Background: an optimization exercise with open tools, aiming at small area and few clock cycles. Do not read the settings as production practice.
Only simulation tests tie the RTL to the original design; equivalence was not proved.
Power and IR drop assume default switching activity.

==> try-tundra <==
Design rgb_led_serial_transmitter, start of the top module:
module rgb_led_serial_transmitter
#(
  parameter int TICK_BITS   = TICK_BITS_DEFAULT,
  parameter int QUEUE_DEPTH = QUEUE_DEPTH_DEFAULT
) (
  input  logic                  clk,
  input  logic                  rst,
  input  logic                  push,
  output logic                  full,
  input  logic [CHAN_W-1:0]     red,
  input  logic [CHAN_W-1:0]     green,
  input  logic [CHAN_W-1:0]     blue,
  input  logic                  end_of_frame,
  input  logic                  latch_request,
  output logic                  empty,
  input  logic                  pop,
  output logic                  bit_value,
  output logic [HIGH_W-1:0]     high_time,
  output logic [LOW_W-1:0]      low_time,
  output logic                  is_gap,
  output logic                  last_pulse,
  input  logic                  cfg_valid,
  output logic                  cfg_ready,
  input  logic [CFG_IDX_W-1:0]  cfg_index,
  input  logic [CFG_DATA_W-1:0] cfg_data
);
==> flow/config.mk <==
export PLATFORM = sky130hd
export DESIGN_NAME = rgb_led_serial_transmitter
export DESIGN_NICKNAME = rgb_led_serial_transmitter
export VERILOG_FILES = /design/flow/design.v
export SDC_FILE = /design/flow/constraint.sdc
export NUM_CORES = 4
export LEC_CHECK = 0
export CAP_MARGIN = 20
export CORE_MARGIN = 2
export CORE_UTILIZATION = 40
export CTS_BUF_LIST = sky130_fd_sc_hd__clkbuf_8
export SLEW_MARGIN = 20
==> flow/constraint.sdc <==
create_clock -name core_clock -period 8.0 [get_ports {clk}]
set_input_delay 1.6000 -clock core_clock [delete_from_list [all_inputs] [get_ports {clk}]]
set_output_delay 1.6000 -clock core_clock [all_outputs]
set_load 0.01 [all_outputs]
standard.sh (not shown) runs the stock make flow with config.mk's settings and CLKGATE_MAP_FILE= SYNTH_SCRIPT=/design/flow/synth_recipe.tcl, a recipe that flattens the netlist after the stock synthesis.
==> flow/flow/run.sh <==
#!/bin/bash
# The standard layout, with the smallest buffer cell for the port buffers
# (every input and output port still gets its own buffer).
set -euo pipefail
bash standard.sh 'BUFFER_PORTS_ARGS=-buffer_cell sky130_fd_sc_hd__buf_1' finish > standard.log 2>&1
==> try-juniper (differences from try-tundra) <==
==> flow/flow/run.sh (replaced) <==
#!/bin/bash
# The standard layout, with the smallest buffer cell for the port buffers
# (every input and output port still gets its own buffer), and a clock tree
# of clkbuf_8 without dummy load cells.
set -euo pipefail
bash standard.sh 'BUFFER_PORTS_ARGS=-buffer_cell sky130_fd_sc_hd__buf_1' \
  'CTS_ARGS=-sink_clustering_enable -repair_clock_nets -dont_use_dummy_load -buf_list sky130_fd_sc_hd__clkbuf_8' \
  finish > standard.log 2>&1
- CORE_UTILIZATION: 40 -> 70
- CTS_BUF_LIST: sky130_fd_sc_hd__clkbuf_8 -> not set
==> summary of the runs <==
try-juniper ran to the end with no violations. try-tundra finished with timing, DRC and antenna clean. Between try-tundra and try-juniper, the lower clock power is in try-juniper (gap about 40%, measured against try-juniper). In sequential power, try-juniper and try-tundra hardly differ. Between try-tundra and try-juniper, the lower clock skew is in try-tundra (gap 0.0082 ns). Routed wire length: try-tundra is larger than try-juniper (about 3.2%). In register-to-register slack, try-juniper and try-tundra hardly differ. In try-tundra the via count is higher than in try-juniper, by 0.68%. In try-tundra the worst setup slack is higher than in try-juniper, by 0.021 ns. Against try-juniper, the utilization of try-tundra is lower by 31 points. In synthesized area, try-juniper and try-tundra do not differ.
Testbench counts of try-tundra, summed over its fixed seeds: cycles 30,912.
Testbench counts of try-juniper, summed over its fixed seeds: cycles 30,912.

==> raven <==
==> flow/design.v <==
package rgbled_pkg;
  localparam int TICK_BITS_DEFAULT   = 10;
  localparam int QUEUE_DEPTH_DEFAULT = 2;
  localparam int CHAN_W     = 8;
  localparam int WORD_W     = 24;
  localparam int GAIN_W     = 16;
  localparam int SUM_W      = 10;
  localparam int HIGH_W     = 10;
  localparam int LOW_W      = 16;
  localparam int CFG_IDX_W  = 3;
  localparam int CFG_DATA_W = 16;
  localparam logic [CFG_IDX_W-1:0] REG_NORMALIZE = 3'd0;
  localparam logic [CFG_IDX_W-1:0] REG_GAIN      = 3'd1;
  localparam logic [CFG_IDX_W-1:0] REG_ONE_HIGH  = 3'd2;
  localparam logic [CFG_IDX_W-1:0] REG_ONE_LOW   = 3'd3;
  localparam logic [CFG_IDX_W-1:0] REG_ZERO_HIGH = 3'd4;
  localparam logic [CFG_IDX_W-1:0] REG_ZERO_LOW  = 3'd5;
  localparam logic [CFG_IDX_W-1:0] REG_LATCH_GAP = 3'd6;
  typedef struct packed {
    logic [WORD_W-1:0] word;
    logic              gap;
  } entry_t;
endpackage
import rgbled_pkg::*;
module rgb_led_serial_transmitter
#(
  parameter int TICK_BITS   = TICK_BITS_DEFAULT,
  parameter int QUEUE_DEPTH = QUEUE_DEPTH_DEFAULT
) (
  input  logic                  clk,
  input  logic                  rst,
  input  logic                  push,
  output logic                  full,
  input  logic [CHAN_W-1:0]     red,
  input  logic [CHAN_W-1:0]     green,
  input  logic [CHAN_W-1:0]     blue,
  input  logic                  end_of_frame,
  input  logic                  latch_request,
  output logic                  empty,
  input  logic                  pop,
  output logic                  bit_value,
  output logic [HIGH_W-1:0]     high_time,
  output logic [LOW_W-1:0]      low_time,
  output logic                  is_gap,
  output logic                  last_pulse,
  input  logic                  cfg_valid,
  output logic                  cfg_ready,
  input  logic [CFG_IDX_W-1:0]  cfg_index,
  input  logic [CFG_DATA_W-1:0] cfg_data
);
  logic                 normalize_enable;
  logic [GAIN_W-1:0]    global_gain;
  logic [TICK_BITS-1:0] one_high_ticks;
  logic [TICK_BITS-1:0] one_low_ticks;
  logic [TICK_BITS-1:0] zero_high_ticks;
  logic [TICK_BITS-1:0] zero_low_ticks;
  logic [LOW_W-1:0]     latch_gap_ticks;
  assign cfg_ready = 1'b1;
  logic [CFG_DATA_W-1:0] cfg_wd_lo, cfg_wd_gain, cfg_wd_oh, cfg_wd_ol, cfg_wd_zh,
                         cfg_wd_zl, cfg_wd_gap;
  logic [7:0]            cfg_we;
  assign cfg_wd_lo   = rst ? '0 : cfg_data;
  assign cfg_wd_gain = rst ? CFG_DATA_W'(256)  : cfg_data;
  assign cfg_wd_oh   = rst ? CFG_DATA_W'(80)   : cfg_data;
  assign cfg_wd_ol   = rst ? CFG_DATA_W'(30)   : cfg_data;
  assign cfg_wd_zh   = rst ? CFG_DATA_W'(30)   : cfg_data;
  assign cfg_wd_zl   = rst ? CFG_DATA_W'(80)   : cfg_data;
  assign cfg_wd_gap  = rst ? CFG_DATA_W'(5000) : cfg_data;
  for (genvar i = 0; i < 8; i++) begin : g_we
    assign cfg_we[i] = rst || (cfg_valid && cfg_index == CFG_IDX_W'(i));
  end
  always_ff @(posedge clk) begin
    if (cfg_we[REG_NORMALIZE]) normalize_enable <= cfg_wd_lo[0];
    if (cfg_we[REG_GAIN])      global_gain      <= cfg_wd_gain[GAIN_W-1:0];
    if (cfg_we[REG_ONE_HIGH])  one_high_ticks   <= cfg_wd_oh[TICK_BITS-1:0];
    if (cfg_we[REG_ONE_LOW])   one_low_ticks    <= cfg_wd_ol[TICK_BITS-1:0];
    if (cfg_we[REG_ZERO_HIGH]) zero_high_ticks  <= cfg_wd_zh[TICK_BITS-1:0];
    if (cfg_we[REG_ZERO_LOW])  zero_low_ticks   <= cfg_wd_zl[TICK_BITS-1:0];
    if (cfg_we[REG_LATCH_GAP]) latch_gap_ticks  <= cfg_wd_gap[LOW_W-1:0];
  end
  logic              raw_valid;
  logic [CHAN_W-1:0] raw_g, raw_r, raw_b;
  logic              raw_gap;
  logic              e_valid;      
  logic [1:0]        e_ch;         
  logic [2:0]        cnt;          
  logic              cnt_z;        
  logic              e_gap;        
  logic              m_nx;         
  logic              m_done;       
  logic [23:0]       prod;
  logic [SUM_W-1:0]  e_d;
  logic [SUM_W-1:0]  e_rem;
  logic              e_d0;         
  logic e_adv, c_zero, blue_end, pix_end, lock_nx, ld, ld_pix;
  logic free_step, step, accept, raw_done;
  assign e_adv    = e_valid && pop;
  assign c_zero   = cnt_z;
  assign blue_end = (e_ch == 2'd2) && c_zero;
  assign pix_end  = (e_ch == 2'd3) || (blue_end && !e_gap);
  assign lock_nx  = e_ch[1] ? m_nx : 1'b1;
  assign ld       = e_valid ? (e_adv && c_zero && !(blue_end && e_gap) && lock_nx)
                            : m_done;
  assign ld_pix   = ld && (!e_valid || pix_end);
  assign free_step = !e_valid && raw_valid && !m_done;
  always_comb begin
    if (ld) begin
      step = (!ld_pix && e_ch == 2'd1) ? raw_valid : 1'b1;
    end else if (!e_valid) begin
      step = free_step;
    end else begin
      step = e_adv && !c_zero && (e_ch != 2'd3) && lock_nx;
    end
  end
  assign raw_done = e_adv && (e_ch == 2'd1) && (cnt == 3'd7);
  assign full     = raw_valid && !raw_done;
  assign accept   = push && !full;
  always_ff @(posedge clk) begin
    if (rst) begin
      raw_valid <= 1'b0;
    end else if (accept) begin
      raw_valid <= 1'b1;
    end else if (raw_done) begin
      raw_valid <= 1'b0;
    end
  end
  always_ff @(posedge clk) begin
    if (accept) begin
      raw_g   <= green;
      raw_r   <= red;
      raw_b   <= blue;
      raw_gap <= end_of_frame && latch_request;
    end
  end
  logic [CHAN_W-1:0] m_x;
  logic              m_xb;
  always_comb begin
    logic [1:0] sel;    
    if (!e_valid) begin
      sel = m_done ? 2'd1 : 2'd0;                
    end else if (c_zero) begin
      sel = (e_ch == 2'd0) ? 2'd2 : (e_ch == 2'd1) ? 2'd0 : 2'd1;
    end else begin
      sel = (e_ch == 2'd0) ? 2'd1 : (e_ch == 2'd1) ? 2'd2 : 2'd0;
    end
    case (sel)
      2'd0:    m_x = raw_g;
      2'd1:    m_x = raw_r;
      default: m_x = raw_b;
    endcase
  end
  assign m_xb = m_x[cnt];
  logic [16:0] mc;
  logic [16:0] madd, msum;
  assign mc[0] = 1'b0;
  for (genvar i = 0; i < 16; i++) begin : g_mul
    assign madd[i]  = prod[8+i] ^ global_gain[i] ^ mc[i];
    assign mc[i+1]  = (prod[8+i] & global_gain[i]) | (prod[8+i] & mc[i]) | (global_gain[i] & mc[i]);
  end
  assign madd[16] = mc[16];
  assign msum     = m_xb ? (c_zero ? {1'b0, global_gain} : madd)
                         : (c_zero ? 17'd0 : {1'b0, prod[23:8]});
  logic lo_en;
  assign lo_en = step || ld || (e_adv && !c_zero);
  always_ff @(posedge clk) begin
    if (step) begin
      prod[23:8] <= msum[16:1];
    end
    if (lo_en) begin
      prod[7]    <= msum[0];
      prod[6:0]  <= ld ? {num[1], num[2], num[3], num[4], num[5], num[6], num[7]}
                       : prod[7:1];
    end
  end
  always_ff @(posedge clk) begin
    if (rst) begin
      m_done <= 1'b0;
    end else if (free_step && cnt == 3'd7) begin
      m_done <= 1'b1;
    end else if (ld) begin
      m_done <= 1'b0;
    end
  end
  logic [17:0] num;
  logic [18:0] nb;       
  assign nb[0] = !(|prod[7:0]);
  for (genvar i = 0; i < 16; i++) begin : g_num
    logic bn;
    assign bn      = !prod[i+8];
    assign num[i]  = prod[i] ^ bn ^ nb[i];
    assign nb[i+1] = (prod[i] & bn) | (prod[i] & nb[i]) | (bn & nb[i]);
  end
  assign num[16] = prod[16] ^ !nb[16];
  assign nb[17]  = prod[16] | nb[16];
  assign num[17] = prod[17] ^ !nb[17];
  assign nb[18]  = prod[17] | nb[17];
  logic num_big;
  assign num_big = (|prod[23:19]) || (prod[18] && (nb[16] || prod[17] || prod[16]));
  logic [7:0] s1, c1;
  logic [SUM_W-1:0] pix_sum, pix_d;
  logic [8:0] sc;
  for (genvar i = 0; i < 8; i++) begin : g_csa
    assign s1[i] = raw_g[i] ^ raw_r[i] ^ raw_b[i];
    assign c1[i] = (raw_g[i] & raw_r[i]) | (raw_g[i] & raw_b[i]) | (raw_r[i] & raw_b[i]);
  end
  assign pix_sum[0] = s1[0];
  assign sc[1]      = 1'b0;
  for (genvar i = 1; i < 8; i++) begin : g_sum
    assign pix_sum[i] = s1[i] ^ c1[i-1] ^ sc[i];
    assign sc[i+1]    = (s1[i] & c1[i-1]) | (s1[i] & sc[i]) | (c1[i-1] & sc[i]);
  end
  assign pix_sum[8] = c1[7] ^ sc[8];
  assign pix_sum[9] = c1[7] & sc[8];
  assign pix_d      = normalize_enable ? pix_sum : SUM_W'(255);
  logic        dbit;
  logic [10:0] rsh, dif;
  logic [11:0] dnb;
  logic        q_ge, q_bit;
  assign dbit = c_zero ? e_d0 : prod[0];   
  assign rsh  = {e_rem, dbit};
  assign dnb[0] = 1'b1;
  for (genvar i = 0; i < 11; i++) begin : g_div
    logic a, bn;
    assign a        = rsh[i];
    assign bn       = (i < 10) ? !e_d[i] : 1'b1;
    assign dif[i]   = a ^ bn ^ dnb[i];
    assign dnb[i+1] = (a & bn) | (a & dnb[i]) | (bn & dnb[i]);
  end
  assign q_ge  = dnb[11];
  assign q_bit = q_ge && (e_d != '0);
  always_ff @(posedge clk) begin
    if (rst) begin
      e_valid <= 1'b0;
      cnt     <= 3'd0;
      cnt_z   <= 1'b1;
    end else begin
      if (ld) begin
        e_valid <= 1'b1;
      end else if (e_adv && pix_end) begin
        e_valid <= 1'b0;
      end
      if (ld) begin
        cnt   <= 3'd1;
        cnt_z <= 1'b0;
      end else if (free_step || (e_adv && !c_zero)) begin
        cnt   <= {cnt[2] ^ (cnt[1] & cnt[0]), cnt[1] ^ cnt[0], !cnt[0]};
        cnt_z <= (cnt == 3'd7);
      end
    end
  end
  always_ff @(posedge clk) begin
    if (ld_pix) begin
      e_gap <= raw_gap;
      e_d   <= pix_d;
    end
    if (ld) begin
      e_ch  <= ld_pix ? 2'd0 : e_ch + 2'd1;
      m_nx  <= raw_valid;      
    end else if (e_adv && blue_end) begin
      e_ch  <= 2'd3;           
    end
    if (ld) begin
      e_rem <= num_big ? '1 : num[17:8];
      e_d0  <= num[0];
    end else if (e_adv) begin
      e_rem <= q_ge ? (dif[SUM_W-1:0] | {SUM_W{dif[SUM_W]}}) : rsh[SUM_W-1:0];
    end
  end
  assign empty      = !e_valid;
  assign is_gap     = (e_ch == 2'd3);
  assign bit_value  = !is_gap && q_bit;
  assign high_time  = is_gap ? '0 : (q_bit ? one_high_ticks : zero_high_ticks);
  assign low_time   = is_gap ? latch_gap_ticks
                             : LOW_W'(q_bit ? one_low_ticks : zero_low_ticks);
  assign last_pulse = is_gap || (blue_end && !e_gap);
endmodule
==> flow/flow/run.sh <==
#!/bin/bash
# The standard layout, with the smallest buffer cell for the port buffers
# (every input and output port still gets its own buffer), and a clock tree
# of clkbuf_4 without dummy load cells.
set -euo pipefail
bash standard.sh 'BUFFER_PORTS_ARGS=-buffer_cell sky130_fd_sc_hd__buf_1' \
  'CTS_ARGS=-sink_clustering_enable -repair_clock_nets -dont_use_dummy_load -buf_list sky130_fd_sc_hd__clkbuf_4' \
  finish > standard.log 2>&1
==> flow/standard.sh <==
#!/bin/bash
# synth_recipe.tcl (not shown) runs the flow's synth.tcl, then flattens the netlist and writes it again
# the make line also repeats each setting of config.mk as NAME=value (left out here)
make -C /OpenROAD-flow-scripts/flow DESIGN_CONFIG=/design/flow/config.mk WORK_HOME=/design/flow/orfs CLKGATE_MAP_FILE= SYNTH_SCRIPT=/design/flow/synth_recipe.tcl "${@:-finish}"
==> flow/config.mk <==
export PLATFORM = sky130hd
export DESIGN_NAME = rgb_led_serial_transmitter
export DESIGN_NICKNAME = rgb_led_serial_transmitter
export VERILOG_FILES = /design/flow/design.v
export SDC_FILE = /design/flow/constraint.sdc
export NUM_CORES = 4
export LEC_CHECK = 0
export CAP_MARGIN = 20
export CORE_MARGIN = 2
export CORE_UTILIZATION = 70
export SLEW_MARGIN = 20
==> flow/constraint.sdc <==
create_clock -name core_clock -period 8.0 [get_ports {clk}]
set_input_delay 1.6000 -clock core_clock [delete_from_list [all_inputs] [get_ports {clk}]]
set_output_delay 1.6000 -clock core_clock [all_outputs]
set_load 0.01 [all_outputs]
==> cedar: changes against raven <==
==> flow/run.sh (new file) <==
#!/bin/bash
# synth_recipe.tcl (not shown) runs the flow's synth.tcl, then flattens the netlist and writes it again
# the make line also repeats each setting of config.mk as NAME=value (left out here)
make -C /OpenROAD-flow-scripts/flow DESIGN_CONFIG=/design/flow/config.mk WORK_HOME=/design/flow/orfs CLKGATE_MAP_FILE= SYNTH_SCRIPT=/design/flow/synth_recipe.tcl finish
CORE_UTILIZATION = 40   (was 70)
CTS_BUF_LIST = sky130_fd_sc_hd__clkbuf_4 sky130_fd_sc_hd__clkbuf_8   (was default)
removed: flow/flow/run.sh
removed: flow/standard.sh
==> pepper: changes against raven <==
==> flow/flow/run.sh (replaced) <==
#!/bin/bash
# The standard layout, with the smallest buffer cell for the port buffers
# (every input and output port still gets its own buffer).
set -euo pipefail
bash standard.sh 'BUFFER_PORTS_ARGS=-buffer_cell sky130_fd_sc_hd__buf_1' finish > standard.log 2>&1
CORE_UTILIZATION = 40   (was 70)
==> metrics.log <==
[metrics] actual slew at the worst max-slew pin: 0.9866 ns
[metrics] CTS Root Buffer Type: sky130_fd_sc_hd__clkbuf_16
[metrics] initial drt markers: 292
[metrics] maximum cell stage delay along the critical path: 0.42 ns
[metrics] run status: no timing/DRC/antenna violations
[metrics] met2 track demand over resource in global routing: 26.23%
[metrics] relative area of clock buffers and inverters in the final design: 6.518%
[metrics] Die Outline Area: 21,220 sq um
[metrics] worst-path cell chain: nor4_1, nand2_1, fa_1, fa_1, fa_1, fa_1, fa_1, fa_1, fa_1, fa_1, fa_1, fa_1, fa_1, fa_1, fa_1, fa_1, fa_1, inv_1, fa_1, inv_1, ha_1, xnor2_1, a31oi_1
[metrics] final hold slack: 0.4398 ns
[metrics] Taps Inserted: 265
[metrics] f_max: 130.1 MHz
[metrics] cell-internal power: 1.463 mW
[metrics] worst setup margin: 0.3139 ns
[metrics] Clock Skew: 0.01013 ns
[metrics] Metal-1 WL: 7213 microns
[metrics] Max VDD drop: 0.1359 mV
# the run above: pepper

==> metrics.log <==
[metrics] Metal-1 WL: 7547 microns
[metrics] maximum cell stage delay along the critical path: 0.49 ns
[metrics] Clock Skew: 0.01189 ns
[metrics] Die Outline Area: 21,220 sq um
[metrics] run status: no timing/DRC/antenna violations
[metrics] relative area of clock buffers and inverters in the final design: 4.182%
[metrics] worst-path cell chain: mux2i_1, ha_1, fa_1, fa_1, fa_1, fa_1, fa_1, fa_1, fa_1, fa_1, fa_1, ha_4, a31oi_4, buf_12, buf_6, mux2i_1, nor2_1, clkdlybuf4s50_1
[metrics] cell-internal power: 1.307 mW
[metrics] CTS Root Buffer Type: sky130_fd_sc_hd__clkbuf_8
[metrics] initial drt markers: 333
[metrics] Max VDD drop: 0.1370 mV
[metrics] final hold slack: 0.4748 ns
[metrics] actual slew at the worst max-slew pin: 0.7651 ns
# the run above: cedar

==> metrics.log <==
[metrics] run status: no timing/DRC/antenna violations
[metrics] final hold slack: 0.4463 ns
[metrics] cell-internal power: 1.138 mW
[metrics] Clock Skew: 0.03231 ns
[metrics] initial drt markers: 465
[metrics] relative area of clock buffers and inverters in the final design: 1.477%
[metrics] CTS Root Buffer Type: sky130_fd_sc_hd__clkbuf_4
[metrics] f_max: 129.4 MHz
[metrics] Metal-1 WL: 6851 microns
[metrics] actual slew at the worst max-slew pin: 0.9437 ns
[metrics] Max VDD drop: 0.1862 mV
[metrics] Die Outline Area: 12,340 sq um
[metrics] worst-path cell chain: nor4_2, nand2_1, fa_2, fa_1, fa_1, fa_1, fa_1, fa_1, fa_1, fa_1, fa_1, fa_2, fa_1, fa_1, fa_1, fa_1, fa_1, inv_1, fa_1, inv_1, ha_1, xnor2_2, a31oi_2
# the run above: raven

Testbench counts of raven, summed over its fixed seeds: cycles 30,912.
Testbench counts of cedar, summed over its fixed seeds: cycles 30,912.
Testbench counts of pepper, summed over its fixed seeds: cycles 30,912.

## separate check: timing with driven ports
The results above use ideal ports. As a check the final layouts listed here were re-extracted and re-timed, cells and wires unchanged. Step 1 assumes that a clkbuf_16 drives the clock port and a buf_2 every other input. Step 2 adds t to the input delays and takes it off the output delays; t is the mean of the earliest and latest rising clock arrival at the registers after step 1. Input paths then give back, and output paths get back, about the clock's delay inside the block. Three values: ideal ports, drivers, drivers and shift; two values: the first two.
| run | shift t [ns] | setup WS [ns] | latest minus earliest clock arrival (ns) |
|---|---|---|---|
| try-tundra | 0.494 | 0.294 / 0.254 / 0.308 | 0.014 / 0.014 |
| try-juniper | 0.474 | 0.273 / 0.238 / 0.304 | 0.026 / 0.027 |
| raven | 0.579 | 0.273 / 0.242 / 0.273 | 0.039 / 0.038 |
| cedar | 0.486 | 0.280 / 0.244 / 0.314 | 0.017 / 0.016 |
| pepper | 0.464 | 0.314 / 0.314 / 0.314 | 0.010 / 0.010 |
After both steps every run listed still meets setup and hold.
